What follows belongs to an exercise in optimizing a design on an open flow for small area, a short achievable clock period and few clock cycles per item; a production flow would make more cautious choices. The RTL was checked by simulation tests, not by an equivalence proof against the original design. No activity file was given, so power comes from the tool's default toggle rates.

==> flow/run.sh <==
#!/bin/bash
# synth_recipe.tcl (not shown) runs the flow's synth.tcl, then flattens the netlist and writes it again
# the make line also repeats each setting of config.mk as NAME=value (left out here)
make -C /OpenROAD-flow-scripts/flow DESIGN_CONFIG=/design/flow/config.mk WORK_HOME=/design/flow/orfs CLKGATE_MAP_FILE= SYNTH_SCRIPT=/design/flow/synth_recipe.tcl finish
==> flow/config.mk <==
export PLATFORM = sky130hd
export DESIGN_NAME = vector_exe_unit
export DESIGN_NICKNAME = vector_exe_unit
export VERILOG_FILES = /design/flow/design.v
export SDC_FILE = /design/flow/constraint.sdc
export NUM_CORES = 4
export LEC_CHECK = 0
export CAP_MARGIN = 20
export CORE_MARGIN = 2
export CORE_UTILIZATION = 40
export SLEW_MARGIN = 20
==> flow/constraint.sdc <==
create_clock -name core_clock -period 4.0 [get_ports {clk}]
set_input_delay 0.8000 -clock core_clock [delete_from_list [all_inputs] [get_ports {clk}]]
set_output_delay 0.8000 -clock core_clock [all_outputs]
set_load 0.01 [all_outputs]
==> flow/design.v <==
package exe_pkg;
   localparam logic [7:0] OP_LV      = 8'h10;
   localparam logic [7:0] OP_SV      = 8'h11;
   localparam logic [7:0] OP_MTC1    = 8'h20;
   localparam logic [7:0] OP_MFC1    = 8'h21;
   localparam logic [7:0] OP_MOV_IMM = 8'h30;
   localparam int E_DVAL  = 0;     
   localparam int E_SMEM  = 32;    
   localparam int E_SSV   = 33;    
   localparam int E_SMTC1 = 34;    
   localparam int E_SWEN  = 35;    
   localparam int E_SWVL  = 36;    
   localparam int E_SVREG = 37;    
   localparam int E_SRIDX = 42;    
   localparam int E_SWIDX = 46;    
   localparam int E_SPLIT = 50;    
   localparam int E_NMEM  = 51;    
   localparam int E_NSV   = 52;
   localparam int E_NMTC1 = 53;
   localparam int E_NWEN  = 54;    
   localparam int E_NVREG = 55;    
   localparam int E_NRIDX = 60;    
   localparam int E_W     = 64;
endpackage
`timescale 1ns/1ps
module opcode_fifo (
   input  logic        clk,
   input  logic        reset,
   input  logic        push,
   input  logic [exe_pkg::E_W-1:0] push_data,
   input  logic        step,
   output logic [exe_pkg::E_W-1:0] head,
   output logic        head_valid,
   output logic        full
);
   logic [exe_pkg::E_W-1:0] e0, e1;
   logic v0, v1;
   logic do_push, pop, adv;
   logic ld0_in, ld0_e1, ld1;
   assign head       = e0;
   assign head_valid = v0;
   assign full       = v1;
   assign do_push = push && !v1;
   assign pop     = step && !e0[exe_pkg::E_SPLIT];
   assign adv     = step && e0[exe_pkg::E_SPLIT];
   assign ld0_in  = do_push && (!v0 || pop);
   assign ld0_e1  = pop && v1;
   assign ld1     = do_push && v0 && !pop;
   always_ff @(posedge clk or negedge reset) begin
      if (!reset) begin
         v0 <= 1'b0;
         v1 <= 1'b0;
      end else begin
         v0 <= ld0_in || ld0_e1 || (v0 && !pop);
         v1 <= ld1 || (v1 && !pop);
      end
   end
   always_ff @(posedge clk) begin
      if (ld0_e1) begin
         e0 <= e1;
      end else if (ld0_in) begin
         e0 <= push_data;
      end else if (adv) begin
         e0[exe_pkg::E_SMEM]       <= e0[exe_pkg::E_NMEM];
         e0[exe_pkg::E_SSV]        <= e0[exe_pkg::E_NSV];
         e0[exe_pkg::E_SMTC1]      <= e0[exe_pkg::E_NMTC1];
         e0[exe_pkg::E_SWEN]       <= e0[exe_pkg::E_NWEN];
         e0[exe_pkg::E_SWVL]       <= 1'b1;
         e0[exe_pkg::E_SVREG +: 5] <= e0[exe_pkg::E_NVREG +: 5];
         e0[exe_pkg::E_SRIDX +: 4] <= e0[exe_pkg::E_NRIDX +: 4];
         e0[exe_pkg::E_SWIDX +: 4] <= e0[exe_pkg::E_NVREG +: 4];
         e0[exe_pkg::E_SPLIT]      <= 1'b0;
      end
      if (ld1) begin
         e1 <= push_data;
      end
   end
endmodule
`timescale 1ns/1ps
module instr_decode (
   input  logic [31:0] w0,
   input  logic [31:0] w1,
   input  logic        pend,
   input  logic [3:0]  pend_dst,
   output logic [exe_pkg::E_W-1:0] entry,
   output logic        pend_next,
   output logic [3:0]  pend_dst_next
);
   logic [7:0] op0, op1;
   logic movi0, i0, i1;
   logic mem0, sv0, mtc1_0, mfc1_0, rd0, wr0;
   logic mem1, sv1, mtc1_1, mfc1_1, rd1, wr1;
   logic [3:0] wdst0;
   logic split;
   assign op0 = w0[31:24];
   assign op1 = w1[31:24];
   assign movi0 = !pend && (op0 == exe_pkg::OP_MOV_IMM);
   assign i0    = !pend && !movi0;
   assign i1    = !movi0;
   assign mem0   = i0 && (op0[7:1] == exe_pkg::OP_LV[7:1]);
   assign sv0    = op0[0];
   assign mtc1_0 = i0 && (op0 == exe_pkg::OP_MTC1);
   assign mfc1_0 = i0 && (op0 == exe_pkg::OP_MFC1);
   assign rd0    = mem0 || mtc1_0;
   assign wr0    = !i0 || mfc1_0;
   assign wdst0  = pend ? pend_dst : w0[19:16];
   assign mem1   = i1 && (op1[7:1] == exe_pkg::OP_LV[7:1]);
   assign sv1    = op1[0];
   assign mtc1_1 = i1 && (op1 == exe_pkg::OP_MTC1);
   assign mfc1_1 = i1 && (op1 == exe_pkg::OP_MFC1);
   assign rd1    = mem1 || mtc1_1;
   assign wr1    = mfc1_1;
   assign split = (rd0 && rd1) || (wr0 && wr1) || (mtc1_0 && (mem1 || mfc1_1)) ||
                  (rd1 && wr0 && (wdst0 == w1[11:8]));
   assign pend_next     = i1 && (op1 == exe_pkg::OP_MOV_IMM);
   assign pend_dst_next = w1[19:16];
   always_comb begin
      entry = '0;
      entry[exe_pkg::E_DVAL +: 32] = pend ? w0 : w1;
      entry[exe_pkg::E_SMEM]       = mem0 || (mem1 && !split);
      entry[exe_pkg::E_SSV]        = mem0 ? sv0 : sv1;
      entry[exe_pkg::E_SMTC1]      = mtc1_0 || (mtc1_1 && !split);
      entry[exe_pkg::E_SWEN]       = wr0 || (wr1 && !split);
      entry[exe_pkg::E_SWVL]       = wr0 ? mfc1_0 : 1'b1;
      entry[exe_pkg::E_SVREG +: 5] = mem0 ? w0[20:16] : w1[20:16];
      entry[exe_pkg::E_SRIDX +: 4] = rd0 ? w0[11:8] : w1[11:8];
      entry[exe_pkg::E_SWIDX +: 4] = wr0 ? wdst0 : w1[19:16];
      entry[exe_pkg::E_SPLIT]      = split;
      entry[exe_pkg::E_NMEM]       = mem1;
      entry[exe_pkg::E_NSV]        = sv1;
      entry[exe_pkg::E_NMTC1]      = mtc1_1;
      entry[exe_pkg::E_NWEN]       = mfc1_1;
      entry[exe_pkg::E_NVREG +: 5] = w1[20:16];
      entry[exe_pkg::E_NRIDX +: 4] = w1[11:8];
   end
endmodule
`timescale 1ns/1ps
module scalar_regfile (
   input  logic        clk,
   input  logic        reset,
   input  logic [3:0]  rd_idx,
   output logic [31:0] rd_data,
   input  logic        wr_en,
   input  logic [3:0]  wr_idx,
   input  logic [31:0] wr_data
);
   logic [31:0] regs [16];
   logic [15:0] written;
   assign rd_data = written[rd_idx] ? regs[rd_idx] : 32'h0;
   always_ff @(posedge clk or negedge reset) begin
      if (!reset) begin
         written <= '0;
      end else if (wr_en) begin
         written[wr_idx] <= 1'b1;
      end
   end
   always_ff @(posedge clk) begin
      if (wr_en) begin
         regs[wr_idx] <= wr_data;
      end
   end
endmodule
`timescale 1ns/1ps
module exe_control (
   input  logic        clk,
   input  logic        reset,
   input  logic [exe_pkg::E_W-1:0] head,
   input  logic        head_valid,
   output logic        step,
   output logic [3:0]  rd_idx,
   input  logic [31:0] rd_data,
   output logic        wr_en,
   output logic [3:0]  wr_idx,
   output logic [31:0] wr_data,
   input  logic        ls_busy,
   output logic        ls_req_valid,
   output logic        ls_req_write,
   output logic [4:0]  ls_req_vreg,
   output logic [31:0] ls_req_addr,
   output logic [31:0] ls_req_length
);
   logic [31:0] vec_len;
   logic        s_mem;
   logic        accept;
   logic        new_req;
   logic        out_load;
   logic        skid_load;
   logic        sk_valid;
   logic        sk_write;
   logic [4:0]  sk_vreg;
   logic [31:0] sk_addr;
   logic [31:0] sk_length;
   assign s_mem   = head[exe_pkg::E_SMEM];
   assign accept  = ls_req_valid && !ls_busy;
   assign step    = head_valid && (!s_mem || !sk_valid || accept);
   assign new_req = step && s_mem;
   assign rd_idx  = head[exe_pkg::E_SRIDX +: 4];
   assign wr_en   = step && head[exe_pkg::E_SWEN];
   assign wr_idx  = head[exe_pkg::E_SWIDX +: 4];
   assign wr_data = head[exe_pkg::E_SWVL] ? vec_len : head[exe_pkg::E_DVAL +: 32];
   assign out_load  = (!ls_req_valid || accept) && (sk_valid || new_req);
   assign skid_load = new_req && ls_req_valid && (sk_valid || !accept);
   always_ff @(posedge clk or negedge reset) begin
      if (!reset) begin
         vec_len      <= '0;
         ls_req_valid <= 1'b0;
         sk_valid     <= 1'b0;
      end else begin
         if (step && head[exe_pkg::E_SMTC1]) begin
            vec_len <= rd_data;
         end
         ls_req_valid <= (ls_req_valid && !accept) || sk_valid || new_req;
         sk_valid     <= (sk_valid && !accept) || skid_load;
      end
   end
   always_ff @(posedge clk) begin
      if (out_load) begin
         if (sk_valid) begin
            ls_req_write  <= sk_write;
            ls_req_vreg   <= sk_vreg;
            ls_req_addr   <= sk_addr;
            ls_req_length <= sk_length;
         end else begin
            ls_req_write  <= head[exe_pkg::E_SSV];
            ls_req_vreg   <= head[exe_pkg::E_SVREG +: 5];
            ls_req_addr   <= rd_data;
            ls_req_length <= vec_len;
         end
      end
      if (skid_load) begin
         sk_write  <= head[exe_pkg::E_SSV];
         sk_vreg   <= head[exe_pkg::E_SVREG +: 5];
         sk_addr   <= rd_data;
         sk_length <= vec_len;
      end
   end
endmodule
`timescale 1ns/1ps
module vector_exe_unit (
   input  logic        clk,
   input  logic        reset,
   input  logic        opcode_vld,
   input  logic [31:0] opcode0,
   input  logic [31:0] opcode1,
   input  logic        ls_busy,
   output logic        inst_buff_full,
   output logic        ls_req_valid,
   output logic        ls_req_write,
   output logic [4:0]  ls_req_vreg,
   output logic [31:0] ls_req_addr,
   output logic [31:0] ls_req_length
);
   logic        pend;
   logic [3:0]  pend_dst;
   logic        pend_next;
   logic [3:0]  pend_dst_next;
   logic [exe_pkg::E_W-1:0] entry;
   logic [exe_pkg::E_W-1:0] head;
   logic        head_valid;
   logic        push;
   logic        step;
   logic [3:0]  rd_idx;
   logic [31:0] rd_data;
   logic        wr_en;
   logic [3:0]  wr_idx;
   logic [31:0] wr_data;
   assign push = opcode_vld && !inst_buff_full;
   always_ff @(posedge clk or negedge reset) begin
      if (!reset) begin
         pend <= 1'b0;
      end else if (push) begin
         pend <= pend_next;
      end
   end
   always_ff @(posedge clk) begin
      if (push) begin
         pend_dst <= pend_dst_next;
      end
   end
   instr_decode decoder (.w0(opcode0), .w1(opcode1), .pend(pend), .pend_dst(pend_dst),
      .entry(entry), .pend_next(pend_next), .pend_dst_next(pend_dst_next));
   opcode_fifo buffer (.clk(clk), .reset(reset), .push(push), .push_data(entry),
      .step(step), .head(head), .head_valid(head_valid), .full(inst_buff_full));
   scalar_regfile sregs (.clk(clk), .reset(reset), .rd_idx(rd_idx), .rd_data(rd_data),
      .wr_en(wr_en), .wr_idx(wr_idx), .wr_data(wr_data));
   exe_control executor (.clk(clk), .reset(reset), .head(head), .head_valid(head_valid),
      .step(step), .rd_idx(rd_idx), .rd_data(rd_data), .wr_en(wr_en), .wr_idx(wr_idx),
      .wr_data(wr_data), .ls_busy(ls_busy), .ls_req_valid(ls_req_valid),
      .ls_req_write(ls_req_write), .ls_req_vreg(ls_req_vreg), .ls_req_addr(ls_req_addr),
      .ls_req_length(ls_req_length));
endmodule
==> impl_metrics.json, run 1 <==
{
  "ios": 140,
  "critical_path_required_ns": 4.33,
  "drtIter0Drc": 1311,
  "status": "no timing/DRC/antenna violations",
  "clkTransAtPathRegs_ns": 0.06,
  "grt_pass1_wl_um": 115000,
  "clockPowerShare": 0.263,
  "p_int_uw": 20300,
  "max-cap-violations": 0,
  "setup_ws_ns": 1.17,
  "tightest_slew_ns": 0.928,
  "dieArea_um2": 84900,
  "postPlaceCellArea_um2": 36300,
  "synth-edff-count": 784,
  "grt_use_total": 0.183,
  "final_hold_viol_count": 0,
  "cts_buffers": 86,
  "p_leak_uw": 0.0132,
  "syn_avg_cell_area_um2": 18.9,
  "nNetsFinal": 2015,
  "dpl_worst_slack_ns": 0.645,
  "wl_um": 77400,
  "power_switching_uw": 9540,
  "skew_ns": 0.0339,
  "min_path_type": "input pin to asynchronous set/reset pin",
  "relSlewSlack": 0.381,
  "grt_antenna_before_repair": 2,
  "drive_gt1_frac": 0.253,
  "synth-async-reset-ratio": 0.0630,
  "grt_max_degree": 66,
  "core_area_um2": 82000,
  "clkLatencyLatePin_ns": 0.65,
  "rsz0062_at_grt": "false",
  "clock_sinks": 841,
  "netlist_area_um2": 33000,
  "antenna_cells": 0,
  "synth_nets": 1818,
  "postCtsSetupBuffers": 0,
  "synth_ff_type": "edfxtp_1",
  "dr.pass1.iters": 6,
  "dpl.hpwl_um": 49100,
  "synth_warnings": 5,
  "fin_crit_ns": 2.83,
  "postCtsResizedCells": 0,
  "wire_per_inst_um": 25.1,
  "critPathLaunchType": "register",
  "netlist_instances": 1745,
  "remaining_drc_errors": 0,
  "synth.distinct_cells": 56,
  "end_kind": "register",
  "finalSetupTns_ns": 0,
  "num_vias": 16900,
  "cts_htree_levels": 3,
  "setup_violations": 0,
  "swShare": 0.320,
  "stdcell_count": 3085,
  "p_seq_frac": 0.440,
  "p_per_area_nw_per_um2": 763,
  "start_util": 0.403,
  "syn_to_final_growth_pct": 18.1,
  "fin_crit_sh": 0.707,
  "fmax_ghz": 0.354,
  "cp_max_fo": 28,
  "synth-seq-cells": 841,
  "critical_path_class": "register to register",
  "combPwrFrac": 0.297,
  "io_buffers": 139,
  "die_h_um": 291,
  "cts_root_buf": "clkbuf_16",
  "ir_drop_v": 0.000517,
  "first_global_vias": 17400,
  "place.gp.congestion": 0.823,
  "crit_arrival_ns": 3.16,
  "yosysTopAreaCell": "edfxtp_1",
  "dp_cells": 2924,
  "drv_slew": 0,
  "yosysTopAreaCellShare": 0.712,
  "viasPerCell": 5.48,
  "cts.hold.buffers_added": 0,
  "grt_remaining_overflow": 0,
  "yosysSeqAreaShare": 0.755,
  "rows": 105,
  "final_area_um2": 39000,
  "cts_tree": "done",
  "synth.area.top_cells": "edfxtp_1 71%, mux4_2 9.0%, mux2_2 5.1%",
  "ant_nets": 0,
  "cts_buffer_depth": 3,
  "die_w_um": 291
}
[state kept, by name (all words and copies together) (netlist names), 4 cells and up, named ones only]
name,count
executor.ls_req_vreg,5
executor.sk_addr,32
sregs.regs,512
executor.ls_req_addr,32
executor.ls_req_length,32
executor.sk_vreg,5
executor.vec_len,32
buffer.e1,64
sregs.written,16
executor.sk_length,32
buffer.e0,64
pend_dst,4
[cell usage in the layout, fill, tap and decap left out, drive strengths merged, types with 5 or more instances in the layout]
cell,Yosys,final
nor3,17,17
o21ai,73,73
nand3,5,5
clkinv,0,33
a21o,50,50
a21oi,10,10
nor2,30,30
mux4,132,132
ha,5,5
clkdlybuf4s50,0,138
a22oi,76,76
edfxtp,784,784
buf,34,65
clkbuf,60,118
dfrtp,53,53
inv,48,51
a221o,6,6
nand2,135,135
nand2b,11,11
xor2,5,5
mux2,149,149
bufinv,0,5
[final timing paths]
kind	startpoint	to	slack, ns	depth (start not counted)
worst max-delay path	register	executor.ls_req_addr[19]$_DFFE_PP_	1.17	7
worst min-delay path	reset	executor.vec_len[4]$_DFFE_PN0P_	0.29	1
worst max register to register	register	executor.ls_req_addr[19]$_DFFE_PP_	1.17	7
worst min register to register	sregs.written[15]$_DFFE_PN0P_	sregs.written[15]$_DFFE_PN0P_	0.46	1
max in group asynchronous	reset	sregs.written[0]$_DFFE_PN0P_	2.92	2
min in group core_clock	sregs.written[15]$_DFFE_PN0P_	sregs.written[15]$_DFFE_PN0P_	0.46	1
[per-layer routing]
metal / up-vias / GRT usage / routed length [um]
met5: - / 0 / 0
met2: 575 / 0.302 / 38200
met1: 8825 / 0.247 / 32400
met4: 0 / 0.0674 / 2700
li1: 7384 / - / -
met3: 130 / 0.0268 / 4090
[Yosys cell counts, drive strengths merged (2+ instances only)]
cell / number
mux4: 132
nor4: 4
o21bai: 2
a31oi: 2
a22oi: 76
or4: 2
ha: 5
nor2b: 4
a41oi: 2
o21ai: 73
o22a: 4
o2111ai: 2
dfrtp: 53
and2: 2
a222oi: 2
nand4: 2
nand3: 5
nor2: 30
nand2b: 11
clkbuf: 60
a31o: 3
nor3: 17
inv: 48
dfxtp: 4
edfxtp: 784
a221o: 6
mux2i: 3
mux2: 149
nand3b: 2
a21o: 50
a211oi: 4
a21oi: 10
or3: 2
nand2: 135
a221oi: 2
xor2: 5
o31ai: 4
buf: 34
o22ai: 3
[cell type report]
class | instances | area, um2
Fill cell | 6882 | 42900
Tap cell | 1070 | 1340
Sequential cell | 841 | 25000
Clock inverter | 43 | 403
Multi-Input combinational cell | 762 | 7680
Timing Repair Buffer | 203 | 2100
Clock buffer | 118 | 2370
Inverter | 48 | 180
[worst max-delay path, stage by stage, from the launching register on]
cell and delay (ns):
dfxtp_4 0.60, buf_12 0.29, buf_4 0.28, buf_4 0.18
mux4_2 0.50, a22oi_1 0.20, a21o_1 0.27, o21ai_0 0.12
[cell families (layout without fill, tap and decap cells)]
| logic type | count (synthesis) | after routing | synth area share |
|---|---|---|---|
| mux | 284 | 284 | 0.142 |
| fa+ha+maj | 5 | 5 | 0.00189 |
| simple gates | 218 | 218 | 0.0297 |
| flops | 841 | 841 | 0.755 |
| buf+inv | 142 | 412 | 0.0179 |
| xor+xnor | 6 | 6 | 0.00159 |
| compound gates | 249 | 249 | 0.0524 |
[power by group through the flow]
stage	sequential (uW)	combinational (uW)	clock, uW
2_1_floorplan	12900	5330	0
3_3_place_gp	13200	8820	0
4_1_cts	13100	9010	7990
6_report	13100	8860	7840
5_1_grt	13300	9510	8340
3_5_place_dp	13300	8960	0
[through the flow]
| stage | util | power, uW | hold WS (ns) |
|---|---|---|---|
| after detailed placement | 0.442 | 22200 | 0.440 |
| after floorplan | - | 18300 | 0.422 |
| after CTS | 0.476 | 30100 | 0.277 |
| after global placement | 0.442 | 22100 | 0.437 |
| after global routing | 0.476 | 31100 | 0.319 |
| final | 0.476 | 29800 | 0.287 |
Testbench counts, summed over its fixed seeds: cycles 17,014, items 19,384.
==> inputs of run 2 (changes only) <==
--- a/flow/design.v
+++ b/flow/design.v
@@ -11,16 +11,16 @@
    localparam int E_SWEN  = 35;    
    localparam int E_SWVL  = 36;    
    localparam int E_SVREG = 37;    
-   localparam int E_SRIDX = 42;    
-   localparam int E_SWIDX = 46;    
-   localparam int E_SPLIT = 50;    
-   localparam int E_NMEM  = 51;    
-   localparam int E_NSV   = 52;
-   localparam int E_NMTC1 = 53;
-   localparam int E_NWEN  = 54;    
-   localparam int E_NVREG = 55;    
-   localparam int E_NRIDX = 60;    
-   localparam int E_W     = 64;
+   localparam int E_SWIDX = 42;    
+   localparam int E_SPLIT = 46;    
+   localparam int E_NMEM  = 47;    
+   localparam int E_NSV   = 48;
+   localparam int E_NMTC1 = 49;
+   localparam int E_NWEN  = 50;    
+   localparam int E_NVREG = 51;    
+   localparam int E_NRIDX = 56;    
+   localparam int E_SRSEL = 60;    
+   localparam int E_W     = 76;
 endpackage
 `timescale 1ns/1ps
 module opcode_fifo (
@@ -29,36 +29,43 @@
    input  logic        push,
    input  logic [exe_pkg::E_W-1:0] push_data,
    input  logic        step,
+   input  logic        skid_full_next,
    output logic [exe_pkg::E_W-1:0] head,
    output logic        head_valid,
    output logic        full
 );
-   logic [exe_pkg::E_W-1:0] e0, e1;
-   logic v0, v1;
-   logic do_push, pop, adv;
-   logic ld0_in, ld0_e1, ld1;
+   logic [exe_pkg::E_W-1:0] e0;
+   logic v0;
+   logic pop, adv;
+   logic v0_next, split_next, mem_next;
    assign head       = e0;
    assign head_valid = v0;
-   assign full       = v1;
-   assign do_push = push && !v1;
-   assign pop     = step && !e0[exe_pkg::E_SPLIT];
-   assign adv     = step && e0[exe_pkg::E_SPLIT];
-   assign ld0_in  = do_push && (!v0 || pop);
-   assign ld0_e1  = pop && v1;
-   assign ld1     = do_push && v0 && !pop;
+   assign pop = step && !e0[exe_pkg::E_SPLIT];
+   assign adv = step && e0[exe_pkg::E_SPLIT];
+   assign v0_next = push || (v0 && !pop);
+   always_comb begin
+      if (push) begin
+         split_next = push_data[exe_pkg::E_SPLIT];
+         mem_next   = push_data[exe_pkg::E_SMEM];
+      end else if (adv) begin
+         split_next = 1'b0;
+         mem_next   = e0[exe_pkg::E_NMEM];
+      end else begin
+         split_next = e0[exe_pkg::E_SPLIT];
+         mem_next   = e0[exe_pkg::E_SMEM];
+      end
+   end
    always_ff @(posedge clk or negedge reset) begin
       if (!reset) begin
-         v0 <= 1'b0;
-         v1 <= 1'b0;
+         v0   <= 1'b0;
+         full <= 1'b0;
       end else begin
-         v0 <= ld0_in || ld0_e1 || (v0 && !pop);
-         v1 <= ld1 || (v1 && !pop);
+         v0   <= v0_next;
+         full <= v0_next && (split_next || (mem_next && skid_full_next));
       end
    end
    always_ff @(posedge clk) begin
-      if (ld0_e1) begin
-         e0 <= e1;
-      end else if (ld0_in) begin
+      if (push) begin
          e0 <= push_data;
       end else if (adv) begin
          e0[exe_pkg::E_SMEM]       <= e0[exe_pkg::E_NMEM];
@@ -67,12 +74,9 @@
          e0[exe_pkg::E_SWEN]       <= e0[exe_pkg::E_NWEN];
          e0[exe_pkg::E_SWVL]       <= 1'b1;
          e0[exe_pkg::E_SVREG +: 5] <= e0[exe_pkg::E_NVREG +: 5];
-         e0[exe_pkg::E_SRIDX +: 4] <= e0[exe_pkg::E_NRIDX +: 4];
+         e0[exe_pkg::E_SRSEL +: 16] <= 16'b1 << e0[exe_pkg::E_NRIDX +: 4];
          e0[exe_pkg::E_SWIDX +: 4] <= e0[exe_pkg::E_NVREG +: 4];
          e0[exe_pkg::E_SPLIT]      <= 1'b0;
-      end
-      if (ld1) begin
-         e1 <= push_data;
       end
    end
 endmodule
@@ -123,7 +127,7 @@
       entry[exe_pkg::E_SWEN]       = wr0 || (wr1 && !split);
       entry[exe_pkg::E_SWVL]       = wr0 ? mfc1_0 : 1'b1;
       entry[exe_pkg::E_SVREG +: 5] = mem0 ? w0[20:16] : w1[20:16];
-      entry[exe_pkg::E_SRIDX +: 4] = rd0 ? w0[11:8] : w1[11:8];
+      entry[exe_pkg::E_SRSEL +: 16] = 16'b1 << (rd0 ? w0[11:8] : w1[11:8]);
       entry[exe_pkg::E_SWIDX +: 4] = wr0 ? wdst0 : w1[19:16];
       entry[exe_pkg::E_SPLIT]      = split;
       entry[exe_pkg::E_NMEM]       = mem1;
@@ -138,7 +142,7 @@
 module scalar_regfile (
    input  logic        clk,
    input  logic        reset,
-   input  logic [3:0]  rd_idx,
+   input  logic [15:0] rd_sel,
    output logic [31:0] rd_data,
    input  logic        wr_en,
    input  logic [3:0]  wr_idx,
@@ -146,7 +150,12 @@
 );
    logic [31:0] regs [16];
    logic [15:0] written;
-   assign rd_data = written[rd_idx] ? regs[rd_idx] : 32'h0;
+   always_comb begin
+      rd_data = 32'h0;
+      for (int i = 0; i < 16; i++) begin
+         rd_data = rd_data | (regs[i] & {32{rd_sel[i] && written[i]}});
+      end
+   end
    always_ff @(posedge clk or negedge reset) begin
       if (!reset) begin
          written <= '0;
@@ -167,7 +176,8 @@
    input  logic [exe_pkg::E_W-1:0] head,
    input  logic        head_valid,
    output logic        step,
-   output logic [3:0]  rd_idx,
+   output logic        skid_full_next,
+   output logic [15:0] rd_sel,
    input  logic [31:0] rd_data,
    output logic        wr_en,
    output logic [3:0]  wr_idx,
@@ -194,12 +204,13 @@
    assign accept  = ls_req_valid && !ls_busy;
    assign step    = head_valid && (!s_mem || !sk_valid || accept);
    assign new_req = step && s_mem;
-   assign rd_idx  = head[exe_pkg::E_SRIDX +: 4];
+   assign rd_sel  = head[exe_pkg::E_SRSEL +: 16];
    assign wr_en   = step && head[exe_pkg::E_SWEN];
    assign wr_idx  = head[exe_pkg::E_SWIDX +: 4];
    assign wr_data = head[exe_pkg::E_SWVL] ? vec_len : head[exe_pkg::E_DVAL +: 32];
    assign out_load  = (!ls_req_valid || accept) && (sk_valid || new_req);
    assign skid_load = new_req && ls_req_valid && (sk_valid || !accept);
+   assign skid_full_next = (sk_valid && !accept) || skid_load;
    always_ff @(posedge clk or negedge reset) begin
       if (!reset) begin
          vec_len      <= '0;
@@ -210,7 +221,7 @@
             vec_len <= rd_data;
          end
          ls_req_valid <= (ls_req_valid && !accept) || sk_valid || new_req;
-         sk_valid     <= (sk_valid && !accept) || skid_load;
+         sk_valid     <= skid_full_next;
       end
    end
    always_ff @(posedge clk) begin
@@ -259,7 +270,8 @@
    logic        head_valid;
    logic        push;
    logic        step;
-   logic [3:0]  rd_idx;
+   logic        skid_full_next;
+   logic [15:0] rd_sel;
    logic [31:0] rd_data;
    logic        wr_en;
    logic [3:0]  wr_idx;
@@ -280,11 +292,11 @@
    instr_decode decoder (.w0(opcode0), .w1(opcode1), .pend(pend), .pend_dst(pend_dst),
       .entry(entry), .pend_next(pend_next), .pend_dst_next(pend_dst_next));
    opcode_fifo buffer (.clk(clk), .reset(reset), .push(push), .push_data(entry),
-      .step(step), .head(head), .head_valid(head_valid), .full(inst_buff_full));
-   scalar_regfile sregs (.clk(clk), .reset(reset), .rd_idx(rd_idx), .rd_data(rd_data),
+      .step(step), .skid_full_next(skid_full_next), .head(head), .head_valid(head_valid), .full(inst_buff_full));
+   scalar_regfile sregs (.clk(clk), .reset(reset), .rd_sel(rd_sel), .rd_data(rd_data),
       .wr_en(wr_en), .wr_idx(wr_idx), .wr_data(wr_data));
    exe_control executor (.clk(clk), .reset(reset), .head(head), .head_valid(head_valid),
-      .step(step), .rd_idx(rd_idx), .rd_data(rd_data), .wr_en(wr_en), .wr_idx(wr_idx),
+      .step(step), .skid_full_next(skid_full_next), .rd_sel(rd_sel), .rd_data(rd_data), .wr_en(wr_en), .wr_idx(wr_idx),
       .wr_data(wr_data), .ls_busy(ls_busy), .ls_req_valid(ls_req_valid),
       .ls_req_write(ls_req_write), .ls_req_vreg(ls_req_vreg), .ls_req_addr(ls_req_addr),
       .ls_req_length(ls_req_length));
--- a/flow/config.mk
+++ b/flow/config.mk
@@ -8,4 +8,7 @@
 export CAP_MARGIN = 20
 export CORE_MARGIN = 2
 export CORE_UTILIZATION = 40
+export CTS_CLUSTER_DIAMETER = 90
+export CTS_CLUSTER_SIZE = 30
+export SETUP_SLACK_MARGIN = 2.0
 export SLEW_MARGIN = 20
==> run 2 against run 1 <==
Compared with the run above: still clean; combinational power fell by 23%; via count grew 3.6%; design area shrank 6.2%; largest power group unchanged.
==> impl_metrics.json, run 2 <==
{
  "status": "no timing/DRC/antenna violations",
  "regArea_um2": 23200,
  "tightest_slew_ns": 0.855,
  "cts_buffers": 34,
  "start_util": 0.404,
  "grt_use_total": 0.214,
  "num_vias": 17500,
  "mostFrequentLayoutCells": "726 x edfxtp_1, 128 x buf_4, 123 x a22oi_1",
  "crit_arrival_ns": 2.78,
  "clockPowerShare": 0.195,
  "multi_input_area_um2": 6950,
  "post-route-util": 0.502,
  "viasPerCell": 5.80,
  "finalSetupTns_ns": 0,
  "cts_tree": "done",
  "swShare": 0.316,
  "critical_path_class": "input pin to register",
  "netlist_instances": 1721,
  "synth-seq-cells": 781,
  "cp_max_fo": 5,
  "wire_per_inst_um": 28.1,
  "combPwrFrac": 0.307,
  "cts_htree_levels": 2,
  "dr.pass1.iters": 5,
  "yosysMostFrequentCell": "edfxtp_1",
  "remaining_drc_errors": 0,
  "largest_reg_flops": 512,
  "ir_drop_v": 0.000341,
  "synth.distinct_cells": 51,
  "first_global_vias": 16600,
  "core_area_um2": 73000,
  "die_w_um": 275,
  "dieArea_um2": 75800,
  "ios": 140,
  "rows": 99,
  "netlist_area_um2": 29400,
  "yosysTopAreaCellShare": 0.740,
  "drv_slew": 0,
  "wl_um": 85000,
  "die_h_um": 275,
  "grt_max_degree": 71,
  "nFillCells": 5885,
  "clkLatencyLatePin_ns": 0.61,
  "grt_pass1_wl_um": 117000,
  "clock_sinks": 781,
  "end_kind": "register",
  "cts_root_buf": "clkbuf_16",
  "synth.area.top_cells": "edfxtp_1 74%, dfrtp_1 4.5%, mux2_2 3.9%",
  "fmax_ghz": 0.442,
  "drtIter0Drc": 2148,
  "nNetsFinal": 2113,
  "setup_violations": 0,
  "p_seq_frac": 0.499,
  "final_common_cell": "edfxtp_1",
  "grt_antenna_before_repair": 1,
  "yosysSeqAreaShare": 0.787,
  "critical_path_required_ns": 4.52,
  "ys_top_cells_by_count": "726 x edfxtp_1, 128 x a22oi_1, 101 x mux2_2",
  "p_per_area_nw_per_um2": 606,
  "place.gp.congestion": 0.814,
  "yosysTopAreaCell": "edfxtp_1",
  "ant_nets": 0,
  "power_switching_uw": 7010,
  "reg.largest.list": "sregs.regs: 512 flops, buffer.e0: 73 flops",
  "min_path_type": "input pin to asynchronous set/reset pin",
  "cts_buffer_depth": 3,
  "antenna_cells": 0,
  "dpl.hpwl_um": 45600,
  "cts.hold.buffers_added": 0,
  "drive_gt1_frac": 0.325,
  "rsz0062_at_grt": "true",
  "syn_avg_cell_area_um2": 17.1,
  "relSlewSlack": 0.430,
  "fin_crit_ns": 2.26,
  "grt_remaining_overflow": 0,
  "fin_crit_sh": 0.565,
  "p_leak_uw": 0.0127,
  "p_int_uw": 15200,
  "skew_ns": 0.0305,
  "final_hold_viol_count": 0,
  "top_register": "sregs.regs",
  "r2r.worst_path.cells": 10,
  "synth-async-reset-ratio": 0.0679,
  "synth_ff_type": "edfxtp_1",
  "io_buffers": 139,
  "synth_nets": 1794,
  "syn_to_final_growth_pct": 24.4,
  "max-cap-violations": 0,
  "synth-edff-count": 726,
  "synth_warnings": 5,
  "clkTransAtPathRegs_ns": 0.12,
  "critPathLaunchType": "input pin"
}
-- run 2: cell count changes after synthesis, sizes merged, moves of 45 or more --
cell,before,now
nor2,30,82
edfxtp,784,726
nand2,135,65
a221oi,2,64
mux4,132,0
nand3,5,65
a22o,1,64
mux2,149,101
mux2i,3,48
a22oi,76,128
-- run 2: critical path, stage by stage --
cell and delay (ns):
clkdlybuf4s50_1 0.44, nor3_1 0.18, nand2_1 0.14, a31oi_4 0.24
nand4_1 0.16, o2111a_2 0.33, buf_4 0.15, buf_6 0.11
buf_6 0.12, o2bb2ai_4 0.12
-- run 2: final cells by class --
cell class                      instances  area share
Tap cell                              959      0.0328
Timing Repair Buffer                  373       0.108
Inverter                               72     0.00745
Clock inverter                         12     0.00290
Clock buffer                           46      0.0265
Multi-Input combinational cell        778       0.190
Sequential cell                       781       0.633
-- run 2: final timing paths --
path                                         startpoint                               to  slack [ns]
max in group asynchronous                         reset  executor.vec_len[4]$_DFFE_PN0P_        2.83
min in group core_clock         buffer.e0[33]$_DFFE_PP_      executor.sk_write$_DFFE_PP_        0.46
worst max-delay path                        opcode1[30]            buffer.full$_DFF_PN0_        1.74
worst max register to register         pend$_DFFE_PN0P_            buffer.full$_DFF_PN0_        1.76
worst min-delay path                              reset     sregs.written[9]$_DFFE_PN0P_        0.27
worst min register to register  buffer.e0[33]$_DFFE_PP_      executor.sk_write$_DFFE_PP_        0.46
-- run 2: layer usage --
metal,GRT usage,share of wire
met5,0,0
met4,0.0698,0.030
met3,0.0297,0.079
met2,0.356,0.49
met1,0.293,0.40
-- run 2: metrics by stage --
stage	total power (uW)	area (um2)	setup slack (ns)	std cells	hold WS, ns
final	22200	36600	1.74	3021	0.267
after global routing	22900	36600	1.70	3021	0.320
after detailed placement	16300	32600	0.642	2787	0.432
after CTS	21500	35300	1.86	2949	0.276
after global placement	16200	32600	0.656	2787	0.430
after floorplan	14000	29700	0.848	1721	0.420
-- run 2: power by group through the flow --
stage / logic (uW) / registers, uW / clock network [uW]
6_report: 6800 / 11100 / 4320
4_1_cts: 6100 / 11100 / 4380
2_1_floorplan: 2800 / 11200 / 0
3_5_place_dp: 5000 / 11300 / 0
3_3_place_gp: 4910 / 11300 / 0
5_1_grt: 7170 / 11100 / 4610
-- run 2: kinds of logic after synthesis --
| group | count (synthesis) | synth area share |
|---|---|---|
| compound gates | 350 | 0.0911 |
| xor+xnor | 7 | 0.00208 |
| fa+ha+maj | 5 | 0.00212 |
| buf+inv | 165 | 0.0212 |
| flops | 781 | 0.787 |
| mux | 149 | 0.0549 |
| simple gates | 264 | 0.0417 |
-- run 2: timing repair --
| action | in CTS | in global routing |
|---|---|---|
| buffers inserted | 90 | 64 |
| gates cloned | 14 | 8 |
| gates resized for setup | 528 | 131 |
| pin swaps | 91 | 123 |
| setup endpoints to repair | 1078 | 211 |
Testbench counts of run 2, summed over its fixed seeds: cycles 17,684, items 19,384.
==> inputs of run 3 (changes only) <==
--- a/flow/config.mk
+++ b/flow/config.mk
@@ -8,7 +8,5 @@
 export CAP_MARGIN = 20
 export CORE_MARGIN = 2
 export CORE_UTILIZATION = 40
-export CTS_CLUSTER_DIAMETER = 90
-export CTS_CLUSTER_SIZE = 30
-export SETUP_SLACK_MARGIN = 2.0
+export SETUP_SLACK_MARGIN = 1.8
 export SLEW_MARGIN = 20
==> run 3 against run 2 <==
Compared with the run above: total power increased by 4.9%; clock power increased by 58%; non-clock buffer count decreased by 137; first-iteration DRC count decreased by 22%; die area unchanged; register-to-register slack improved by 0.05 ns; design area decreased by 2.6%; critical path depth decreased by 4; sequential share of layout area increased by 1.7 points; critical path type unchanged; critical endpoint is now buffer.e0[34]$_DFFE_PP_.
==> impl_metrics.json, run 3 <==
{
  "ios": 140,
  "fin_crit_ns": 2.21,
  "grt_use_total": 0.198,
  "hold_ws_ns": 0.262,
  "synth-edff-count": 726,
  "tightest_slew_ns": 0.843,
  "cts_buffers": 78,
  "max-cap-violations": 0,
  "netlist_instances": 1721,
  "dpl.hpwl_um": 44600,
  "yosysSeqAreaShare": 0.787,
  "drtIter0Drc": 1669,
  "p_per_area_nw_per_um2": 652,
  "fmax_ghz": 0.453,
  "critPathLaunchType": "input pin",
  "end_kind": "register",
  "mostFrequentLayoutCells": "726 x edfxtp_1, 128 x a22oi_1, 101 x mux2_2",
  "num_vias": 16500,
  "rsz0062_at_grt": "true",
  "place.gp.congestion": 0.853,
  "synth.area.top_cells": "edfxtp_1 74%, dfrtp_1 4.5%, mux2_2 3.9%",
  "status": "no timing/DRC/antenna violations",
  "first_global_vias": 16200,
  "final_hold_viol_count": 0,
  "dr.pass1.iters": 5,
  "drv_slew": 0,
  "viasPerCell": 5.57,
  "grt_antenna_before_repair": 2,
  "nNetsFinal": 2017,
  "p_leak_uw": 0.0122,
  "core_area_um2": 73000,
  "cts_buffer_depth": 3,
  "die_w_um": 275,
  "cts_htree_levels": 3,
  "dp_cells": 2784,
  "io_buffers": 139,
  "drive_gt1_frac": 0.211,
  "worst-r2r-setup-slack_ns": 1.81,
  "yosysTopAreaCell": "edfxtp_1",
  "yosysTopAreaCellShare": 0.740,
  "start_util": 0.404,
  "relSlewSlack": 0.438,
  "final_area_um2": 35700,
  "top_register": "sregs.regs",
  "min_path_type": "input pin to asynchronous set/reset pin",
  "critical_path_required_ns": 4.36,
  "ir_drop_v": 0.000345,
  "dieArea_um2": 75800,
  "critical_path_class": "input pin to register",
  "post-route-util": 0.489,
  "clock_sinks": 781,
  "remaining_drc_errors": 0,
  "syn_avg_cell_area_um2": 17.1,
  "synth-async-reset-ratio": 0.0679,
  "netlist_area_um2": 29400,
  "synth_ff_type": "edfxtp_1",
  "synth.distinct_cells": 51,
  "synth_warnings": 5,
  "synth-seq-cells": 781,
  "yosysMostFrequentCell": "edfxtp_1",
  "ys_top_cells_by_count": "726 x edfxtp_1, 128 x a22oi_1, 101 x mux2_2",
  "synth_nets": 1794,
  "wl_um": 75700,
  "cts_root_buf": "clkbuf_16",
  "syn_to_final_growth_pct": 21.1,
  "cp_max_fo": 5,
  "cts_tree": "done",
  "regToRegEndpoint": "buffer.e0[34]$_DFFE_PP_",
  "largest_reg_flops": 512,
  "regToRegStartpoint": "pend$_DFFE_PN0P_",
  "final_common_cell": "edfxtp_1",
  "ant_nets": 0,
  "fin_crit_sh": 0.551,
  "wire_per_inst_um": 25.6,
  "finalSetupTns_ns": 0,
  "die_h_um": 275,
  "crit_arrival_ns": 2.56,
  "rows": 99,
  "postPlaceCellArea_um2": 32500,
  "setup_violations": 0,
  "clkLatencyLatePin_ns": 0.62,
  "grt_remaining_overflow": 0,
  "grt_max_degree": 56,
  "clkTransAtPathRegs_ns": 0.06,
  "antenna_cells": 0,
  "grt_pass1_wl_um": 109000,
  "stdcell_count": 2962,
  "r2r.worst_path.cells": 7,
  "skew_ns": 0.0270,
  "reg.largest.list": "sregs.regs: 512 flops, buffer.e0: 73 flops"
}
run 3: cell counts after synthesis:
Identical to the previous run, type by type.
run 3: cell families (layout without fill, tap and decap cells):
logic type	after synthesis	in the layout	synth area share
adder cells (fa/ha/maj)	5	5	0.00212
XOR/XNOR	7	7	0.00208
buffers and inverters	165	447	0.0212
multiplexers	149	149	0.0549
AND/OR/NAND/NOR	264	264	0.0417
AO/OA/AOI/OAI	350	350	0.0911
flip-flops	781	781	0.787
run 3: routing by layer:
layer	GRT usage	wire length (um)	part of all wire
met3	0.0278	4790	0.063
met5	0	0	0
met1	0.274	32500	0.43
met4	0.0615	1830	0.024
met2	0.326	36600	0.48
run 3: worst max-delay path by stage:
stage	from	endpoint	slack, ns	cells after the start
after floorplan	ls_busy	executor.sk_addr[0]$_DFFE_PP_	0.85	2
after global placement	ls_busy	sregs.regs[2][26]$_DFFE_PP_	0.86	7
after detailed placement	ls_busy	sregs.regs[2][26]$_DFFE_PP_	0.84	7
after CTS	sregs.written[8]$_DFFE_PN0P_	executor.ls_req_addr[24]$_DFFE_PP_	1.72	7
after global routing	pend$_DFFE_PN0P_	buffer.e0[34]$_DFFE_PP_	1.72	6
final	opcode0[30]	buffer.e0[34]$_DFFE_PP_	1.79	6
run 3: worst max-delay path, cell delays in order:
cell and delay [ns]:
clkdlybuf4s50_1 0.63, nor3_4 0.11, a31oi_4 0.23, nand4_1 0.16, o2111a_2 0.31, a221o_1 0.31
run 3: layout make-up:
cell class / instances / area [um2]
Timing Repair Buffer: 236 / 2340
Clock buffer: 99 / 2100
Fill cell: 6025 / 37300
Clock inverter: 40 / 262
Multi-Input combinational cell: 775 / 6320
Tap cell: 959 / 1200
Sequential cell: 781 / 23200
Inverter: 72 / 270
run 3: what timing repair did:
| item | in CTS | in global routing |
|---|---|---|
| gates resized for setup | 162 | 59 |
| buffers inserted | 24 | 12 |
| endpoints found under the setup margin | 705 | 169 |
| pin swaps | 18 | 25 |
| cloned | 2 | 1 |
| hold buffers | 0 | 0 |
run 3: report_power, final:
group	switching (uW)	internal, uW
Sequential	397	10700
Combinational	3490	1860
Clock	2970	3850
run 3: stage by stage:
step | worst slack (ns) | total power (uW)
final | 1.79 | 23300
after global routing | 1.72 | 24200
after CTS | 1.72 | 23200
after detailed placement | 0.843 | 16200
after global placement | 0.857 | 16100
after floorplan | 0.848 | 14000
==> inputs of run 4 (changes only) <==
--- a/flow/design.v
+++ b/flow/design.v
@@ -91,51 +91,71 @@
    output logic [3:0]  pend_dst_next
 );
    logic [7:0] op0, op1;
-   logic movi0, i0, i1;
-   logic mem0, sv0, mtc1_0, mfc1_0, rd0, wr0;
-   logic mem1, sv1, mtc1_1, mfc1_1, rd1, wr1;
-   logic [3:0] wdst0;
-   logic split;
+   logic lvsv0, mtc1_0, mfc1_0, movi0, rd0;
+   logic lvsv1, mtc1_1, mfc1_1, movi1, rd1;
+   logic dep_p, dep_n;
+   logic split_p, split_n;
    assign op0 = w0[31:24];
    assign op1 = w1[31:24];
-   assign movi0 = !pend && (op0 == exe_pkg::OP_MOV_IMM);
-   assign i0    = !pend && !movi0;
-   assign i1    = !movi0;
-   assign mem0   = i0 && (op0[7:1] == exe_pkg::OP_LV[7:1]);
-   assign sv0    = op0[0];
-   assign mtc1_0 = i0 && (op0 == exe_pkg::OP_MTC1);
-   assign mfc1_0 = i0 && (op0 == exe_pkg::OP_MFC1);
-   assign rd0    = mem0 || mtc1_0;
-   assign wr0    = !i0 || mfc1_0;
-   assign wdst0  = pend ? pend_dst : w0[19:16];
-   assign mem1   = i1 && (op1[7:1] == exe_pkg::OP_LV[7:1]);
-   assign sv1    = op1[0];
-   assign mtc1_1 = i1 && (op1 == exe_pkg::OP_MTC1);
-   assign mfc1_1 = i1 && (op1 == exe_pkg::OP_MFC1);
-   assign rd1    = mem1 || mtc1_1;
-   assign wr1    = mfc1_1;
-   assign split = (rd0 && rd1) || (wr0 && wr1) || (mtc1_0 && (mem1 || mfc1_1)) ||
-                  (rd1 && wr0 && (wdst0 == w1[11:8]));
-   assign pend_next     = i1 && (op1 == exe_pkg::OP_MOV_IMM);
+   assign lvsv0  = (op0[7:1] == exe_pkg::OP_LV[7:1]);
+   assign mtc1_0 = (op0 == exe_pkg::OP_MTC1);
+   assign mfc1_0 = (op0 == exe_pkg::OP_MFC1);
+   assign movi0  = (op0 == exe_pkg::OP_MOV_IMM);
+   assign rd0    = lvsv0 || mtc1_0;
+   assign lvsv1  = (op1[7:1] == exe_pkg::OP_LV[7:1]);
+   assign mtc1_1 = (op1 == exe_pkg::OP_MTC1);
+   assign mfc1_1 = (op1 == exe_pkg::OP_MFC1);
+   assign movi1  = (op1 == exe_pkg::OP_MOV_IMM);
+   assign rd1    = lvsv1 || mtc1_1;
+   assign dep_p = (pend_dst == w1[11:8]);
+   assign dep_n = (w0[19:16] == w1[11:8]);
+   assign split_p = mfc1_1 || (rd1 && dep_p);
+   assign split_n = (rd0 && rd1) || (mfc1_0 && mfc1_1) || (mtc1_0 && (lvsv1 || mfc1_1)) ||
+                    (rd1 && mfc1_0 && dep_n);
+   assign pend_next     = (pend || !movi0) && movi1;
    assign pend_dst_next = w1[19:16];
    always_comb begin
       entry = '0;
-      entry[exe_pkg::E_DVAL +: 32] = pend ? w0 : w1;
-      entry[exe_pkg::E_SMEM]       = mem0 || (mem1 && !split);
-      entry[exe_pkg::E_SSV]        = mem0 ? sv0 : sv1;
-      entry[exe_pkg::E_SMTC1]      = mtc1_0 || (mtc1_1 && !split);
-      entry[exe_pkg::E_SWEN]       = wr0 || (wr1 && !split);
-      entry[exe_pkg::E_SWVL]       = wr0 ? mfc1_0 : 1'b1;
-      entry[exe_pkg::E_SVREG +: 5] = mem0 ? w0[20:16] : w1[20:16];
-      entry[exe_pkg::E_SRSEL +: 16] = 16'b1 << (rd0 ? w0[11:8] : w1[11:8]);
-      entry[exe_pkg::E_SWIDX +: 4] = wr0 ? wdst0 : w1[19:16];
-      entry[exe_pkg::E_SPLIT]      = split;
-      entry[exe_pkg::E_NMEM]       = mem1;
-      entry[exe_pkg::E_NSV]        = sv1;
+      entry[exe_pkg::E_NMEM]       = lvsv1;
+      entry[exe_pkg::E_NSV]        = op1[0];
       entry[exe_pkg::E_NMTC1]      = mtc1_1;
       entry[exe_pkg::E_NWEN]       = mfc1_1;
       entry[exe_pkg::E_NVREG +: 5] = w1[20:16];
       entry[exe_pkg::E_NRIDX +: 4] = w1[11:8];
+      if (pend) begin
+         entry[exe_pkg::E_DVAL +: 32]  = w0;
+         entry[exe_pkg::E_SMEM]        = lvsv1 && !dep_p;
+         entry[exe_pkg::E_SSV]         = op1[0];
+         entry[exe_pkg::E_SMTC1]       = mtc1_1 && !dep_p;
+         entry[exe_pkg::E_SWEN]        = 1'b1;
+         entry[exe_pkg::E_SWVL]        = 1'b0;
+         entry[exe_pkg::E_SVREG +: 5]  = w1[20:16];
+         entry[exe_pkg::E_SRSEL +: 16] = 16'b1 << w1[11:8];
+         entry[exe_pkg::E_SWIDX +: 4]  = pend_dst;
+         entry[exe_pkg::E_SPLIT]       = split_p;
+      end else if (movi0) begin
+         entry[exe_pkg::E_DVAL +: 32]  = w1;
+         entry[exe_pkg::E_SMEM]        = 1'b0;
+         entry[exe_pkg::E_SSV]         = op1[0];
+         entry[exe_pkg::E_SMTC1]       = 1'b0;
+         entry[exe_pkg::E_SWEN]        = 1'b1;
+         entry[exe_pkg::E_SWVL]        = 1'b0;
+         entry[exe_pkg::E_SVREG +: 5]  = w1[20:16];
+         entry[exe_pkg::E_SRSEL +: 16] = 16'b1 << w1[11:8];
+         entry[exe_pkg::E_SWIDX +: 4]  = w0[19:16];
+         entry[exe_pkg::E_SPLIT]       = 1'b0;
+      end else begin
+         entry[exe_pkg::E_DVAL +: 32]  = w1;
+         entry[exe_pkg::E_SMEM]        = lvsv0 || (lvsv1 && !mtc1_0 && !(mfc1_0 && dep_n));
+         entry[exe_pkg::E_SSV]         = lvsv0 ? op0[0] : op1[0];
+         entry[exe_pkg::E_SMTC1]       = mtc1_0 || (mtc1_1 && !rd0 && !(mfc1_0 && dep_n));
+         entry[exe_pkg::E_SWEN]        = mfc1_0 || (mfc1_1 && !mtc1_0);
+         entry[exe_pkg::E_SWVL]        = 1'b1;
+         entry[exe_pkg::E_SVREG +: 5]  = lvsv0 ? w0[20:16] : w1[20:16];
+         entry[exe_pkg::E_SRSEL +: 16] = 16'b1 << (rd0 ? w0[11:8] : w1[11:8]);
+         entry[exe_pkg::E_SWIDX +: 4]  = mfc1_0 ? w0[19:16] : w1[19:16];
+         entry[exe_pkg::E_SPLIT]       = split_n;
+      end
    end
 endmodule
 `timescale 1ns/1ps
--- a/flow/config.mk
+++ b/flow/config.mk
@@ -8,5 +8,8 @@
 export CAP_MARGIN = 20
 export CORE_MARGIN = 2
 export CORE_UTILIZATION = 40
-export SETUP_SLACK_MARGIN = 1.8
+export CTS_CLUSTER_DIAMETER = 60
+export CTS_CLUSTER_SIZE = 25
+export SETUP_SLACK_MARGIN = 2.0
 export SLEW_MARGIN = 20
+export TNS_END_PERCENT = 0
==> run 4 against run 3 <==
Compared with the run above: sequential power is essentially flat; final cell count grew 0.68%; still clean; count of clock-buffer cells in the layout shrank 45; global-route usage grew 0.42 points; clock skew grew 0.0021 ns; flip-flop and latch count is the same; sequential share of layout area grew 0.19 points; combinational power shrank 0.7%; synthesized area grew 1.4%; largest cell class unchanged; maximum frequency grew 4.6%.
==> impl_metrics.json, run 4 <==
{
  "end_kind": "register",
  "post-route-util": 0.479,
  "antenna_cells": 0,
  "critical_path_required_ns": 4.31,
  "netlist_area_um2": 29900,
  "reg.largest.list": "sregs.regs: 512 flops, buffer.e0: 73 flops",
  "cts_root_buf": "clkbuf_16",
  "core_area_um2": 74200,
  "hold_ws_ns": 0.274,
  "ant_nets": 0,
  "fmax_ghz": 0.474,
  "drive_gt1_frac": 0.219,
  "grt_antenna_before_repair": 1,
  "nNetsFinal": 2052,
  "multi_input_area_um2": 6800,
  "finalSetupTns_ns": 0,
  "skew_ns": 0.0291,
  "ys_top_cells_by_count": "726 x edfxtp_1, 132 x a22oi_1, 102 x mux2_2",
  "clkLatencyLatePin_ns": 0.62,
  "cts_buffer_depth": 3,
  "grt_remaining_overflow": 0,
  "wl_um": 78900,
  "mostFrequentLayoutCells": "726 x edfxtp_1, 132 x a22oi_1, 102 x mux2_2",
  "cts_tree": "done",
  "relSlewSlack": 0.437,
  "dpl.hpwl_um": 45800,
  "rsz0062_at_grt": "true",
  "dieArea_um2": 76800,
  "min_path_type": "input pin to asynchronous set/reset pin",
  "fin_crit_sh": 0.527,
  "viasPerCell": 5.75,
  "synth-seq-cells": 781,
  "synth-async-reset-ratio": 0.0679,
  "ios": 140,
  "p_per_area_nw_per_um2": 610,
  "wire_per_inst_um": 26.5,
  "dp_cells": 2857,
  "final_common_cell": "edfxtp_1",
  "cts_htree_levels": 2,
  "io_buffers": 139,
  "cts_buffers": 47,
  "clock_sinks": 781,
  "worst-r2r-setup-slack_ns": 1.92,
  "synth_warnings": 5,
  "grt_use_total": 0.202,
  "first_global_vias": 17200,
  "max-cap-violations": 0,
  "status": "no timing/DRC/antenna violations",
  "syn_avg_cell_area_um2": 16.6,
  "synth_nets": 1872,
  "stdcell_count": 2982,
  "drtIter0Drc": 1774,
  "remaining_drc_errors": 0,
  "regToRegStartpoint": "sregs.written[9]$_DFFE_PN0P_",
  "cp_max_fo": 16,
  "yosysMostFrequentCell": "edfxtp_1",
  "dpl_worst_slack_ns": 0.588,
  "synth-edff-count": 726,
  "setup_ws_ns": 1.89,
  "start_util": 0.402,
  "cts.hold.buffers_added": 0,
  "place.gp.congestion": 0.897,
  "rows": 100,
  "regToRegEndpoint": "executor.ls_req_addr[10]$_DFFE_PP_",
  "yosysTopAreaCellShare": 0.730,
  "num_vias": 17200,
  "synth_ff_type": "edfxtp_1",
  "grt_pass1_wl_um": 116000,
  "largest_reg_flops": 512,
  "netlist_instances": 1799,
  "nFillCells": 6184,
  "clkTransAtPathRegs_ns": 0.09,
  "startpoint": "ls_busy",
  "syn_to_final_growth_pct": 19.1,
  "die_w_um": 277,
  "yosysTopAreaCell": "edfxtp_1",
  "final_hold_viol_count": 0,
  "fin_crit_ns": 2.11,
  "synth.area.top_cells": "edfxtp_1 73%, dfrtp_1 4.4%, mux2_2 3.8%",
  "tightest_slew_ns": 0.845,
  "yosysSeqAreaShare": 0.776,
  "critical_path_class": "input pin to register",
  "top_register": "sregs.regs",
  "r2r.worst_path.cells": 7,
  "die_h_um": 277,
  "regArea_um2": 23200,
  "crit_arrival_ns": 2.42,
  "drv_slew": 0,
  "p_leak_uw": 0.0120,
  "ir_drop_v": 0.000375,
  "setup_violations": 0,
  "grt_max_degree": 59,
  "synth.distinct_cells": 53,
  "critPathLaunchType": "input pin",
  "dr.pass1.iters": 7
}
run 4: cell types whose count changed after synthesis, sizes merged, moves of 5 or more:
cell    change
nand2      +24
o211ai     +17
o21ai       +6
nor2       -12
nor2b       +5
clkbuf      -5
nand3      +14
buf        +15
nor3       +10
run 4: logic make-up (layout without fill, tap and decap cells):
kind of cell               after synthesis  in the layout  synth area share
buffers and inverters                  176            390            0.0234
DFF                                    781            781             0.776
AOI/OAI and AO/OA                      371            371            0.0936
muxes                                  146            146            0.0532
adders and majority gates                5              5           0.00210
and+or+nand+nor                        310            310            0.0488
xor gates and xnor gates                10             10           0.00293
run 4: how the worst max path moves through the flow:
stage                                               endpoint  cells past startpoint
after floorplan                executor.sk_addr[0]$_DFFE_PP_                      2
after global placement           sregs.regs[3][26]$_DFFE_PP_                      6
after detailed placement         sregs.regs[3][17]$_DFFE_PP_                      6
after CTS                                    ls_req_addr[13]                      1
after global routing      executor.ls_req_addr[21]$_DFFE_PP_                      7
final                             sregs.regs[0][7]$_DFFE_PP_                      7
run 4: area by class of cell:
type / instances / area share
tap: 969 / 0.0341
clock inverter: 29 / 0.0107
inverter: 73 / 0.00771
multi-input combinational: 842 / 0.191
clock buffer: 54 / 0.0344
sequential: 781 / 0.652
timing repair buffer: 234 / 0.0702
run 4: per-layer routing:
metal | vias up | global-route usage | wire length (um)
met1 | 8977 | 0.283 | 33800
met4 | 0 | 0.0516 | 1750
met3 | 111 | 0.0203 | 4570
met5 | - | 0 | 0
li1 | 7431 | - | -
met2 | 639 | 0.341 | 38800
run 4: power by group:
part | internal (uW) | switching (uW)
clock network | 2480 | 2890
registers | 10600 | 406
logic | 1940 | 3370
run 4: timing repair:
action	4_1_cts	5_1_grt
gates resized for setup	321	56
gates cloned	2	1
endpoints found under the setup margin	920	560
pin swaps	46	39
setup buffers	30	9
run 4: worst max-delay path, cell delays in order:
cell             delay [ns]
clkdlybuf4s15_2        0.30
o211ai_4               0.27
and3_4                 0.27
nand2_2                0.16
nor3_4                 0.23
buf_4                  0.18
buf_16                 0.19
run 4: through the flow:
stage                     area (um2)  total power (uW)
after floorplan                30000             13800
after global placement         32900             16000
after detailed placement       32900             16100
after CTS                      35300             21700
after global routing           35600             22600
final                          35600             21700
Testbench counts of run 4, summed over its fixed seeds: cycles 17,684, items 19,384.
==> inputs of run 5 (changes only) <==
--- a/flow/config.mk
+++ b/flow/config.mk
@@ -12,4 +12,4 @@
 export CTS_CLUSTER_SIZE = 25
 export SETUP_SLACK_MARGIN = 2.0
 export SLEW_MARGIN = 20
-export TNS_END_PERCENT = 0
+export TNS_END_PERCENT = 10
==> run 5 against run 4 <==
Compared with the run above: largest power group unchanged; final cell count grew 2.2%; sequential share of layout area fell by 2.0 points; synthesized area unchanged; critical path type is now register to output pin; via count is 4.2% higher.
==> impl_metrics.json, run 5 <==
{
  "startpoint": "executor.ls_req_length[31]$_DFFE_PP_",
  "dp_cells": 2863,
  "start_util": 0.402,
  "clkLatencyLatePin_ns": 0.63,
  "yosysTopAreaCell": "edfxtp_1",
  "first_global_vias": 17500,
  "critical_path_depth": 1,
  "nNetsFinal": 2115,
  "post-route-util": 0.494,
  "synth.area.top_cells": "edfxtp_1 73%, dfrtp_1 4.4%, mux2_2 3.8%",
  "remaining_drc_errors": 0,
  "drtIter0Drc": 2069,
  "critical_path_class": "register to output pin",
  "cpMaxStageDelayCell": "edfxtp_1",
  "ant_nets": 0,
  "critPathCapture": "ls_req_length[31]",
  "critPathBufInv": 1,
  "netlist_area_um2": 29900,
  "wire_per_inst_um": 29.1,
  "dieArea_um2": 76800,
  "num_vias": 17900,
  "dpl.hpwl_um": 47700,
  "antenna_cells": 0,
  "viasPerCell": 5.87,
  "syn_avg_cell_area_um2": 16.6,
  "fmax_ghz": 0.462,
  "setup_violations": 0,
  "ys_top_cells_by_count": "726 x edfxtp_1, 132 x a22oi_1, 102 x mux2_2",
  "mostFrequentLayoutCells": "726 x edfxtp_1, 131 x a22oi_1, 102 x mux2_2",
  "min_path_type": "input pin to asynchronous set/reset pin",
  "die_h_um": 277,
  "grt_pass1_wl_um": 125000,
  "clock_sinks": 781,
  "synth_nets": 1872,
  "drive_gt1_frac": 0.242,
  "crit_arrival_ns": 1.36,
  "regToRegEndpoint": "executor.ls_req_addr[0]$_DFFE_PP_",
  "final_area_um2": 36700,
  "rows": 100,
  "grt_use_total": 0.225,
  "wl_um": 88800,
  "skew_ns": 0.0405,
  "regToRegStartpoint": "buffer.e0[75]$_DFFE_PP_",
  "grt_antenna_before_repair": 1,
  "max-cap-violations": 0,
  "syn_to_final_growth_pct": 22.9,
  "yosysMostFrequentCell": "edfxtp_1",
  "cts_root_buf": "clkbuf_16",
  "reg.largest.list": "sregs.regs: 512 flops, buffer.e0: 73 flops",
  "rsz0062_at_grt": "true",
  "cts_buffer_depth": 3,
  "finalSetupTns_ns": 0,
  "final_hold_viol_count": 0,
  "r2r.worst_path.cells": 9,
  "largest_reg_flops": 512,
  "yosysSeqAreaShare": 0.776,
  "synth-seq-cells": 781,
  "status": "no timing/DRC/antenna violations",
  "nFillCells": 6105,
  "synth_warnings": 5,
  "yosysTopAreaCellShare": 0.730,
  "final_common_cell": "edfxtp_1",
  "ir_drop_v": 0.000357,
  "critPathTopFamily": "flip-flops",
  "grt_max_degree": 58,
  "cts_htree_levels": 2,
  "cts_buffers": 47,
  "postPlaceCellArea_um2": 32900,
  "synth_ff_type": "edfxtp_1",
  "clkTransAtPathRegs_ns": 0.10,
  "fin_crit_sh": 0.541,
  "stdcell_count": 3048,
  "top_register": "sregs.regs",
  "crit_chain": "dlygate4sd2_1",
  "critPathLaunchType": "register",
  "cts_tree": "done",
  "synth-async-reset-ratio": 0.0679,
  "relSlewSlack": 0.365,
  "fin_crit_ns": 2.16,
  "critical_path_required_ns": 3.20,
  "worst-r2r-setup-slack_ns": 1.84,
  "p_per_area_nw_per_um2": 609,
  "core_area_um2": 74200,
  "cp_max_fo": 1,
  "p_leak_uw": 0.0128,
  "drv_slew": 0,
  "ios": 140,
  "synth-edff-count": 726,
  "netlist_instances": 1799,
  "synth.distinct_cells": 53,
  "end_kind": "output pin",
  "io_buffers": 139,
  "grt_remaining_overflow": 0,
  "slowest_delay_ns": 0.42,
  "place.gp.congestion": 0.830,
  "cts.hold.buffers_added": 0,
  "tightest_slew_ns": 0.952,
  "dr.pass1.iters": 5,
  "die_w_um": 277
}
run 5: cell counts after synthesis:
Identical to the previous run, type by type.
run 5: power breakdown:
part / internal, uW / switching (uW) / total, uW / leakage [uW]
Clock: 2590 / 2850 / 5440 / 0.000788
Sequential: 10600 / 411 / 11000 / 0.00733
Combinational: 2240 / 3640 / 5890 / 0.00469
run 5: repair_timing:
action / 4_1_cts / 5_1_grt
resized for setup: 260 / 89
buffers inserted: 60 / 23
gates cloned: 13 / 3
pin swaps: 71 / 34
endpoints found under the setup margin: 859 / 716
endpoints found under the hold margin: 0 / 0
run 5: logic make-up after synthesis:
| group | count (synthesis) | share of synthesized area |
|---|---|---|
| adder cells (fa/ha/maj) | 5 | 0.00210 |
| flip-flops | 781 | 0.776 |
| AO/OA/AOI/OAI | 371 | 0.0936 |
| multiplexers | 146 | 0.0532 |
| XOR/XNOR | 10 | 0.00293 |
| buffers and inverters | 176 | 0.0234 |
| AND/OR/NAND/NOR | 310 | 0.0488 |
run 5: worst register-to-register path, delay by kind of cell (launching register included):
kind                   cells  cell delay (ns)
flip-flops                 1             0.42
AND/OR/NAND/NOR            3             0.52
multiplexers               1             0.09
buffers and inverters      3             0.42
AO/OA/AOI/OAI              2             0.42
run 5: final cells by class:
cell class	instances	area (um2)	share of cell area
Tap cell	969	1210	0.0330
Multi-Input combinational cell	843	6930	0.189
Timing Repair Buffer	296	3460	0.0944
Inverter	73	274	0.00747
Sequential cell	781	23200	0.632
Clock inverter	34	402	0.0109
Clock buffer	52	1230	0.0334
run 5: worst min-delay path by stage:
stage,from,endpoint,slack (ns),depth (start not counted)
detailed placement,buffer.e0[39]$_DFFE_PP_,executor.sk_vreg[2]$_DFFE_PP_,0.44,0
global placement,sregs.written[9]$_DFFE_PN0P_,sregs.written[9]$_DFFE_PN0P_,0.43,1
CTS,reset,executor.vec_len[22]$_DFFE_PN0P_,0.31,1
global route,reset,executor.vec_len[14]$_DFFE_PN0P_,0.33,1
finish,reset,executor.vec_len[21]$_DFFE_PN0P_,0.31,1
floorplan,sregs.written[10]$_DFFE_PN0P_,sregs.written[10]$_DFFE_PN0P_,0.42,1
run 5: through the flow:
step	hold slack (ns)	total power [uW]	worst slack (ns)
global route	0.333	23200	1.77
global placement	0.429	16100	0.745
floorplan	0.420	13800	0.994
finish	0.306	22300	1.84
detailed placement	0.437	16100	0.746
CTS	0.313	22200	1.69
run 5: routing by layer:
layer	track usage	up-vias	wire, um
met3	0.0382	129	7280
met1	0.307	9356	36000
li1	-	7580	-
met5	0	-	13
met2	0.375	818	43400
met4	0.0601	2	2190

## afterwards: timing with drivers on the ports
In the flow no input, the clock included, has a driving cell. The finished layouts below were timed again as built, in two steps. Step 1, drivers: a clkbuf_16 drives clk and a buf_2 each remaining input, both assumed. Step 2 moves the port delays by t, midway between the first and last clock arrival at a register: inputs arrive t later, outputs are due t later. That takes back most of the time a late clock gives input paths. a / b / c = ideal ports / drivers / drivers and shift; a / b = the first two.
run | shift t [ns] | slack for setup (ns) | worst hold slack (ns) | slew at the worst register clock pin (ns) | worst slew at a driven data input, ns
run 1 | 0.699 | 1.173 / 1.173 / 0.592 | 0.287 / 0.260 / 0.457 | 0.07 / 0.07 | 0.06
run 2 | 0.652 | 1.740 / 1.761 / 1.109 | 0.267 / 0.234 / 0.457 | 0.12 / 0.12 | 0.06
run 3 | 0.667 | 1.795 / 1.784 / 1.162 | 0.262 / 0.237 / 0.446 | 0.07 / 0.07 | 0.05
run 4 | 0.669 | 1.891 / 1.871 / 1.250 | 0.274 / 0.238 / 0.459 | 0.10 / 0.10 | 0.08
run 5 | 0.669 | 1.837 / 1.776 / 1.273 | 0.306 / 0.272 / 0.424 | 0.10 / 0.10 | 0.05
After both steps every run listed still meets setup and hold. The setup slack of run 4, which loses most, moves by -0.020 ns with the drivers and by -0.641 ns with both steps.
